Background: an optimization exercise with open tools, aiming at small area, a short achievable clock period and few clock cycles per item. Do not read the settings as production practice.
The RTL was checked by simulation tests, not by an equivalence proof against the original design.
Power figures rest on the tool's default switching activity, not on a simulated workload.

File: flow/run.sh
#!/bin/bash
# synth_recipe.tcl (not shown) runs the flow's synth.tcl, then flattens the netlist and writes it again
# the make line also repeats each setting of config.mk as NAME=value (left out here)
make -C /OpenROAD-flow-scripts/flow DESIGN_CONFIG=/design/flow/config.mk WORK_HOME=/design/flow/orfs CLKGATE_MAP_FILE= SYNTH_SCRIPT=/design/flow/synth_recipe.tcl finish
File: flow/config.mk
export PLATFORM = sky130hd
export DESIGN_NAME = simonTop
export DESIGN_NICKNAME = simonTop
export VERILOG_FILES = /design/flow/design.v
export SDC_FILE = /design/flow/constraint.sdc
export NUM_CORES = 4
export LEC_CHECK = 0
export CAP_MARGIN = 20
export CORE_MARGIN = 2
export CORE_UTILIZATION = 25
export PLACE_DENSITY = 0.35
export SLEW_MARGIN = 20
File: flow/constraint.sdc
create_clock -name core_clock -period 7.0 [get_ports {clk}]
set_input_delay 1.4000 -clock core_clock [delete_from_list [all_inputs] [get_ports {clk}]]
set_output_delay 1.4000 -clock core_clock [all_outputs]
set_load 0.01 [all_outputs]
File: flow/design.v
package simonPkg;
	localparam int wordBits = 16;
	localparam int keyWords = 4;
	localparam int rounds = 32;
	localparam int roundIdxBits = 5;
	localparam logic [61:0] zSeq =
		62'b11111010_00100101_01100001_11001101_11110100_01001010_11000011_100110;
	localparam logic [wordBits-1:0] keyConst = 16'hfffc;
	typedef logic [wordBits-1:0] simonWord;
	typedef struct packed
	{
		simonWord hi;
		simonWord lo;
	} simonBlock;
	typedef simonWord [keyWords-1:0] simonKey;
	typedef union packed
	{
		logic [7:0] raw;
		struct packed
		{
			logic spare;
			logic encrypt;
			logic tag;
			logic dir;
			logic [3:0] channel;
		} field;
	} simonInfo;
	typedef struct packed
	{
		simonBlock block;
		simonInfo info;
		logic [7:0] count;
	} simonJob;
endpackage
module simonInput
(
	input logic clk,
	input logic nR,
	input logic newData,
	input logic newKey,
	input simonPkg::simonBlock inData,
	input simonPkg::simonInfo infoIn,
	input logic [7:0] countIn,
	input simonPkg::simonKey key,
	input logic jobTake,
	output logic jobPending,
	output simonPkg::simonJob job,
	output logic keyLoad,
	output simonPkg::simonKey keyWordsIn
);
	logic prevData;
	logic prevKey;
	logic dataRise;
	logic keyRise;
	assign dataRise = newData && !prevData;
	assign keyRise = newKey && !prevKey;
	always_ff @(posedge clk or negedge nR)
	begin
		if (!nR)
		begin
			prevData <= 1'b0;
			prevKey <= 1'b0;
			jobPending <= 1'b0;
			keyLoad <= 1'b0;
		end
		else
		begin
			prevData <= newData;
			prevKey <= newKey;
			keyLoad <= keyRise;
			if (dataRise)
			begin
				jobPending <= 1'b1;
			end
			else if (jobTake)
			begin
				jobPending <= 1'b0;
			end
		end
	end
	always_ff @(posedge clk)
	begin
		if (dataRise)
		begin
			job.block <= inData;
			job.info <= infoIn;
			job.count <= countIn;
		end
		if (keyRise)
		begin
			keyWordsIn <= key;
		end
	end
endmodule
module simonKeySchedule
(
	input logic clk,
	input logic nR,
	input logic keyLoad,
	input simonPkg::simonKey keyWordsIn,
	input logic [simonPkg::roundIdxBits-1:0] keyIdx,
	output simonPkg::simonWord roundKey,
	output logic keyReady
);
	simonPkg::simonWord keyTable [simonPkg::rounds];
	logic [simonPkg::roundIdxBits-1:0] expCnt;
	logic [simonPkg::roundIdxBits-1:0] idx1;
	logic [simonPkg::roundIdxBits-1:0] idx3;
	logic [simonPkg::roundIdxBits-1:0] idx4;
	logic expanding;
	logic zBit;
	simonPkg::simonWord tmpRot;
	simonPkg::simonWord tmpMix;
	simonPkg::simonWord nextKey;
	logic [simonPkg::keyWords*simonPkg::wordBits-1:0] keyFlat;
	assign keyFlat = keyWordsIn;
	assign idx1 = expCnt + simonPkg::roundIdxBits'(1);
	assign idx3 = expCnt + simonPkg::roundIdxBits'(3);
	assign idx4 = expCnt + simonPkg::roundIdxBits'(simonPkg::keyWords);
	assign zBit = simonPkg::zSeq[$bits(simonPkg::zSeq) - 1 - int'(expCnt)];
	always_comb
	begin
		tmpRot = {keyTable[idx3][2:0], keyTable[idx3][simonPkg::wordBits-1:3]};
		tmpMix = tmpRot ^ keyTable[idx1];
		nextKey = keyTable[expCnt] ^ tmpMix ^ {tmpMix[0], tmpMix[simonPkg::wordBits-1:1]}
			^ simonPkg::keyConst ^ simonPkg::simonWord'(zBit);
	end
	always_ff @(posedge clk or negedge nR)
	begin
		if (!nR)
		begin
			for (int i = 0; i < simonPkg::rounds; i++)
			begin
				keyTable[i] <= '0;
			end
			expCnt <= '0;
			expanding <= 1'b0;
			keyReady <= 1'b0;
		end
		else if (keyLoad)
		begin
			for (int i = 0; i < simonPkg::keyWords; i++)
			begin
				keyTable[i] <= keyFlat[simonPkg::wordBits*i +: simonPkg::wordBits];
			end
			expCnt <= '0;
			expanding <= 1'b1;
			keyReady <= 1'b0;
		end
		else if (expanding)
		begin
			keyTable[idx4] <= nextKey;
			expCnt <= expCnt + simonPkg::roundIdxBits'(1);
			if (expCnt == simonPkg::roundIdxBits'(simonPkg::rounds - simonPkg::keyWords - 1))
			begin
				expanding <= 1'b0;
				keyReady <= 1'b1;
			end
		end
	end
	assign roundKey = keyTable[keyIdx];
endmodule
module simonCore
(
	input logic clk,
	input logic nR,
	input logic jobPending,
	input simonPkg::simonJob job,
	input logic keyReady,
	input simonPkg::simonWord roundKey,
	input logic outFull,
	output logic jobTake,
	output logic [simonPkg::roundIdxBits-1:0] keyIdx,
	output logic resultValid,
	output simonPkg::simonJob resultJob
);
	typedef enum logic [1:0] {coreIdle, coreRun, coreHold} coreState;
	coreState state;
	logic [simonPkg::roundIdxBits-1:0] roundCnt;
	simonPkg::simonJob curJob;
	simonPkg::simonBlock loadBlock;
	simonPkg::simonBlock roundOut;
	simonPkg::simonBlock finalBlock;
	logic encrypt;
	logic takeNow;
	logic finishNow;
	function automatic simonPkg::simonWord roundF(simonPkg::simonWord x);
		simonPkg::simonWord r1;
		simonPkg::simonWord r2;
		simonPkg::simonWord r8;
		r1 = {x[simonPkg::wordBits-2:0], x[simonPkg::wordBits-1]};
		r2 = {x[simonPkg::wordBits-3:0], x[simonPkg::wordBits-1:simonPkg::wordBits-2]};
		r8 = {x[simonPkg::wordBits-9:0], x[simonPkg::wordBits-1:simonPkg::wordBits-8]};
		roundF = r2 ^ (r1 & r8);
	endfunction
	assign encrypt = curJob.info.field.encrypt;
	assign takeNow = (state == coreIdle) && jobPending && keyReady;
	assign finishNow = (state == coreHold) && !outFull;
	assign keyIdx = encrypt ? roundCnt : simonPkg::roundIdxBits'(simonPkg::rounds - 1) - roundCnt;
	always_comb
	begin
		if (job.info.field.encrypt)
		begin
			loadBlock = job.block;
		end
		else
		begin
			loadBlock.hi = job.block.lo;
			loadBlock.lo = job.block.hi;
		end
		roundOut.hi = curJob.block.lo ^ roundF(curJob.block.hi) ^ roundKey;
		roundOut.lo = curJob.block.hi;
		if (encrypt)
		begin
			finalBlock = curJob.block;
		end
		else
		begin
			finalBlock.hi = curJob.block.lo;
			finalBlock.lo = curJob.block.hi;
		end
	end
	always_ff @(posedge clk or negedge nR)
	begin
		if (!nR)
		begin
			state <= coreIdle;
			roundCnt <= '0;
			jobTake <= 1'b0;
			resultValid <= 1'b0;
		end
		else
		begin
			jobTake <= takeNow;
			resultValid <= finishNow;
			case (state)
				coreIdle:
				begin
					if (takeNow)
					begin
						roundCnt <= '0;
						state <= coreRun;
					end
				end
				coreRun:
				begin
					roundCnt <= roundCnt + simonPkg::roundIdxBits'(1);
					if (roundCnt == simonPkg::roundIdxBits'(simonPkg::rounds - 1))
					begin
						state <= coreHold;
					end
				end
				coreHold:
				begin
					if (finishNow)
					begin
						state <= coreIdle;
					end
				end
				default:
				begin
					state <= coreIdle;
				end
			endcase
		end
	end
	always_ff @(posedge clk)
	begin
		if (takeNow)
		begin
			curJob.block <= loadBlock;
			curJob.info <= job.info;
			curJob.count <= job.count;
		end
		else if (state == coreRun)
		begin
			curJob.block <= roundOut;
		end
		if (finishNow)
		begin
			resultJob.block <= finalBlock;
			resultJob.info <= curJob.info;
			resultJob.count <= curJob.count;
		end
	end
endmodule
module simonOutput
(
	input logic clk,
	input logic nR,
	input logic resultValid,
	input simonPkg::simonJob resultJob,
	input logic readData,
	output simonPkg::simonBlock outData,
	output simonPkg::simonInfo infoOut,
	output logic [7:0] countOut,
	output logic doneData,
	output logic outFull
);
	simonPkg::simonInfo nextInfo;
	always_comb
	begin
		nextInfo.raw = resultJob.info.raw;
		nextInfo.field.dir = ~resultJob.info.field.dir;
	end
	always_ff @(posedge clk or negedge nR)
	begin
		if (!nR)
		begin
			outData <= '0;
			infoOut <= '0;
			countOut <= '0;
			doneData <= 1'b0;
		end
		else
		begin
			if (resultValid)
			begin
				outData <= resultJob.block;
				infoOut <= nextInfo;
				countOut <= resultJob.count;
			end
			if (resultValid)
			begin
				doneData <= 1'b1;
			end
			else if (readData && doneData)
			begin
				doneData <= 1'b0;
			end
		end
	end
	assign outFull = doneData;
endmodule
module simonTop
(
	input logic clk,
	input logic nR,
	input logic newData,
	input logic newKey,
	input logic readData,
	input simonPkg::simonBlock inData,
	input simonPkg::simonInfo infoIn,
	input logic [7:0] countIn,
	input simonPkg::simonKey key,
	output simonPkg::simonBlock outData,
	output simonPkg::simonInfo infoOut,
	output logic [7:0] countOut,
	output logic doneData,
	output logic keyReady
);
	logic keyLoad;
	simonPkg::simonKey keyWordsIn;
	logic jobPending;
	simonPkg::simonJob job;
	logic jobTake;
	logic [simonPkg::roundIdxBits-1:0] keyIdx;
	simonPkg::simonWord roundKey;
	logic resultValid;
	simonPkg::simonJob resultJob;
	logic outFull;
	simonInput simonInput_i
	(
		.clk(clk),
		.nR(nR),
		.newData(newData),
		.newKey(newKey),
		.inData(inData),
		.infoIn(infoIn),
		.countIn(countIn),
		.key(key),
		.jobTake(jobTake),
		.jobPending(jobPending),
		.job(job),
		.keyLoad(keyLoad),
		.keyWordsIn(keyWordsIn)
	);
	simonKeySchedule simonKeySchedule_i
	(
		.clk(clk),
		.nR(nR),
		.keyLoad(keyLoad),
		.keyWordsIn(keyWordsIn),
		.keyIdx(keyIdx),
		.roundKey(roundKey),
		.keyReady(keyReady)
	);
	simonCore simonCore_i
	(
		.clk(clk),
		.nR(nR),
		.jobPending(jobPending),
		.job(job),
		.keyReady(keyReady),
		.roundKey(roundKey),
		.outFull(outFull),
		.jobTake(jobTake),
		.keyIdx(keyIdx),
		.resultValid(resultValid),
		.resultJob(resultJob)
	);
	simonOutput simonOutput_i
	(
		.clk(clk),
		.nR(nR),
		.resultValid(resultValid),
		.resultJob(resultJob),
		.readData(readData),
		.outData(outData),
		.infoOut(infoOut),
		.countOut(countOut),
		.doneData(doneData),
		.outFull(outFull)
	);
endmodule
==> run notes <==
cells in the final DEF (no fill, tap or decap), types with 16 or more instances in the layout:
| master | count |
|---|---|
| a32o_1 | 16 |
| mux2i_1 | 113 |
| clkbuf_1 | 33 |
| nand2_1 | 638 |
| inv_1 | 18 |
| xnor2_1 | 46 |
| o21ai_1 | 27 |
| o21ai_2 | 21 |
| a31oi_1 | 32 |
| a211oi_1 | 54 |
| a22o_1 | 176 |
| mux2_2 | 119 |
| buf_4 | 283 |
| clkdlybuf4s50_1 | 165 |
| o22ai_2 | 29 |
| a22oi_1 | 302 |
| a21oi_1 | 153 |
| o22ai_1 | 20 |
| nand4_1 | 99 |
| xor2_1 | 28 |
| a32oi_1 | 30 |
| a221oi_1 | 192 |
| a21o_1 | 49 |
| nor3_1 | 51 |
| dfrtp_1 | 576 |
| nor2_1 | 164 |
| edfxtp_1 | 208 |
| and3_1 | 39 |
| o21ai_0 | 498 |
| clkbuf_16 | 96 |
| a222oi_1 | 58 |
| nand3_1 | 152 |
worst max-delay path, delay by kind of cell (launching register included):
family | cells | cell delay [ns]
AO/OA/AOI/OAI | 4 | 1.62
AND/OR/NAND/NOR | 2 | 1.06
adder cells (fa/ha/maj) | 1 | 0.25
buffers and inverters | 4 | 1.33
flip-flops | 1 | 0.63
XOR/XNOR | 3 | 1.18
final cells by class:
cell class | instances | area (µm²) | share of cell area [%]
inverters | 20 | 75.1 | 0.136
flip-flops and latches | 789 | 20800 | 37.6
well taps | 2464 | 3080 | 5.58
multi-input cells | 3512 | 24000 | 43.5
clock buffers | 143 | 2720 | 4.92
diodes | 8 | 20.0 | 0.0362
repair buffers | 465 | 4090 | 7.40
clock inverters | 34 | 445 | 0.806
state kept, by name, indices dropped and copies added (netlist names), 2 cells and up:
signal                       flops
simonInput_i.keyWordsIn         64
simonOutput_i.outData           32
simonCore_i.resultJob           48
simonCore_i.state                2
simonOutput_i.countOut           8
simonKeySchedule_i.expCnt        5
simonCore_i.curJob              48
simonCore_i.roundCnt             5
simonKeySchedule_i.keyTable    512
simonOutput_i.infoOut            8
simonInput_i.job                48
per-layer routing:
layer	part of all wire (%)	vias up	wire length, µm
met5	0.060	-	204
met4	7.5	21	25300
met3	12	1103	39200
met2	40	3734	135000
met1	41	24400	140000
li1	-	18800	-
power groups by stage:
stage / logic, µW / registers (µW) / clock network, µW
floorplan: 12500 / 6970 / 0
global placement: 22200 / 8650 / 0
detailed placement: 22200 / 8590 / 0
CTS: 22300 / 8520 / 5220
global route: 23600 / 8670 / 5400
finish: 23100 / 8800 / 5080
cell families after synthesis:
group,Yosys count,synth area share (%)
adders and majority gates,15,0.405
buffers and inverters,509,5.04
and+or+nand+nor,1322,13.2
AOI/OAI and AO/OA,1827,28.0
DFF,789,44.9
muxes,240,5.62
xor gates and xnor gates,108,2.79
metrics by stage:
step / worst slack, ns / hold slack [ns] / util [%] / total power [µW] / cell area (µm²)
2_1_floorplan: 2.27 / 0.400 / - / 19500 / 46300
3_3_place_gp: 1.06 / 0.401 / 28.3 / 30800 / 52000
3_5_place_dp: 0.914 / 0.405 / 28.4 / 30800 / 52100
4_1_cts: 0.911 / 0.382 / 30.1 / 36000 / 55300
5_1_grt: 0.604 / 0.392 / 30.1 / 37600 / 55300
6_report: 0.710 / 0.395 / 30.1 / 37000 / 55300
path summary, 6_finish.rpt:
kind | startpoint | endpoint | slack, ns
max | simonKeySchedule_i.expCnt[1] | simonKeySchedule_i.keyTable[15][1] | 0.71
max in group asynchronous | nR | simonKeySchedule_i.keyTable[27][2] | 4.91
min in group asynchronous | nR | simonKeySchedule_i.keyTable[2][10] | 0.65
min reg2reg | simonCore_i.curJob[13] | simonCore_i.resultJob[13] | 0.40
min | simonCore_i.curJob[13] | simonCore_i.resultJob[13] | 0.40
max reg2reg | simonKeySchedule_i.expCnt[1] | simonKeySchedule_i.keyTable[15][1] | 0.71
==> impl_metrics.yaml <==
placement:
  io_buffer_count: 166
  gp_congestion: 1.04
  dp_hpwl_um: 231000
  place_inst: 7250
die:
  num_rows: 157
  ios: 167
  dieArea_um2: 189000
  start_util_pct: 25.2
  core_um2: 183000
  dieHeight_um: 434
  die_width_um: 434
logic_synthesis:
  synth_top_area_share_pct: 31.4
  syn_area_per_cell_um2: 9.62
  seq_area_frac_synth_pct: 44.9
  async_flop_share_pct: 73.6
  syn_nets: 4942
  synth_top_area_cell: "dfrtp_1"
  synthFlopType: "dfrtp_1"
  synth_cell_types: 99
  ys_ff_latch: 789
  synth_warnings: 5
  synth_area_leaders: "dfrtp_1, edfxtp_1, nand2_1"
  syn_area_um2: 46300
  synthesis.instances: 4810
  netlist_top_cells_count: "nand2_1, dfrtp_1, o21ai_0"
  synth_most_common_cell: "nand2_1"
  synth_edf_count: 208
drt:
  routed_wirelength_um: 339000
  wire_per_inst_um: 45.6
  drt_pre_antenna_iters: 10
  drtIter0Drc: 8226
  viasPerCell: 6.46
  via_count: 48100
  antenna_left: 0
  drc: 0
clocking:
  clock_latency_ns: 0.80
  clockRootBuffer: "clkbuf_16"
  clk_pin_slew_ns: 0.06
  cts_tree: "yes"
  clockBufferDepth: 3
  cts.repair.resized: 0
  post_cts_buffers: 0
  cts_buffers: 96
  cts_htree_levels: 3
  ctsHoldBuffers: 0
  clkSinkCount: 789
layout:
  fin_nets: 5016
  fillers: 19300
  syn2layout_area_growth_pct: 19.4
  drive_gt1_share_pct: 15.1
  fin_cells: 7435
setup_path:
  crit_top_cell: "buf_4"
  worstPathArrival_ns: 6.92
  crit_fanout: 28
  cp_cell_sequence: "inv_1 -> ha_1 -> buf_4 -> and3b_1 -> xnor2_4 -> buf_4 -> nor2_1 -> o2bb2ai_1 -> a2111o_1 -> a2111oi_2 -> xor2_1 -> xnor3_1 -> buf_4 -> o21ai_0"
  cp-start-kind: "flop"
  crit_type: "reg2reg"
  max_stage_delay_ns: 0.86
  required_ns: 7.63
  critPathCaptureType: "flop"
  ff2ff_path_depth: 14
  cp_slowest_cell: "and3b_1"
timing:
  finalCritPeriodShare_pct: 89.9
  timing.final.max_slew_violations: 0
  rsz0062_at_grt: "false"
  final-hold-violation-count: 0
  clock.fmax_mhz: 159
  relSlewSlack_pct: 12.1
  tns_ns: 0
  worst_pin_slew_ns: 1.31
  setup_violations: 0
  skew_ns: 0.0642
  period_minus_slack_ns: 6.29
global_routing:
  busiest_layer: "met2"
  use_met1_pct: 46.5
  grt_first_pass_wirelength_um: 446000
  grt_pass1_vias: 45000
  antenna_found_initial: 24
  grt.total_usage_pct: 35.2
  met2_usage_pct: 48.5
  grt_overflow: 0
  grt_max_degree: 130
  met3_usage_pct: 12.2
power:
  p_clk_share_pct: 13.8
  ir_drop_uv: 1190
  pwr-share-seq_pct: 23.8
  switching_power_uw: 22400
  switching_share_pct: 60.5
  power_leakage_uw: 0.0213
  p_int_uw: 14600
  p_comb_share_pct: 62.4
  powerDensity_nw_per_um2: 669
min_path:
  hold_class: "reg2reg"
  holdPathStages: 0
outcome:
  status: "finished clean"
job:
  cap_violations: 0
Testbench counts, summed over its fixed seeds: cycles 14,552, items 384.

[port drivers added, routing unchanged]
Ports are ideal in the flow. The routed layout listed here was re-timed in OpenROAD.
Step 1, drivers: a clkbuf_16 drives clk and a buf_2 each remaining input, both assumed.
Step 2 times the ports against the registers' clock, not the clock port: input delays grow and output delays shrink by t, the midpoint of the rising clock arrivals with the driver on.
a / b / c = ideal ports / drivers / drivers and shift; a / b = the first two.
shift t [ns]: 0.865
slack for setup (ns): 0.710 / 0.710 / 0.710
worst hold slack (ns): 0.395 / 0.395 / 0.395
After both steps setup and hold are still met in this run. For this run, drivers alone change the setup slack by 0.000 ns; drivers and shift together by 0.000 ns.
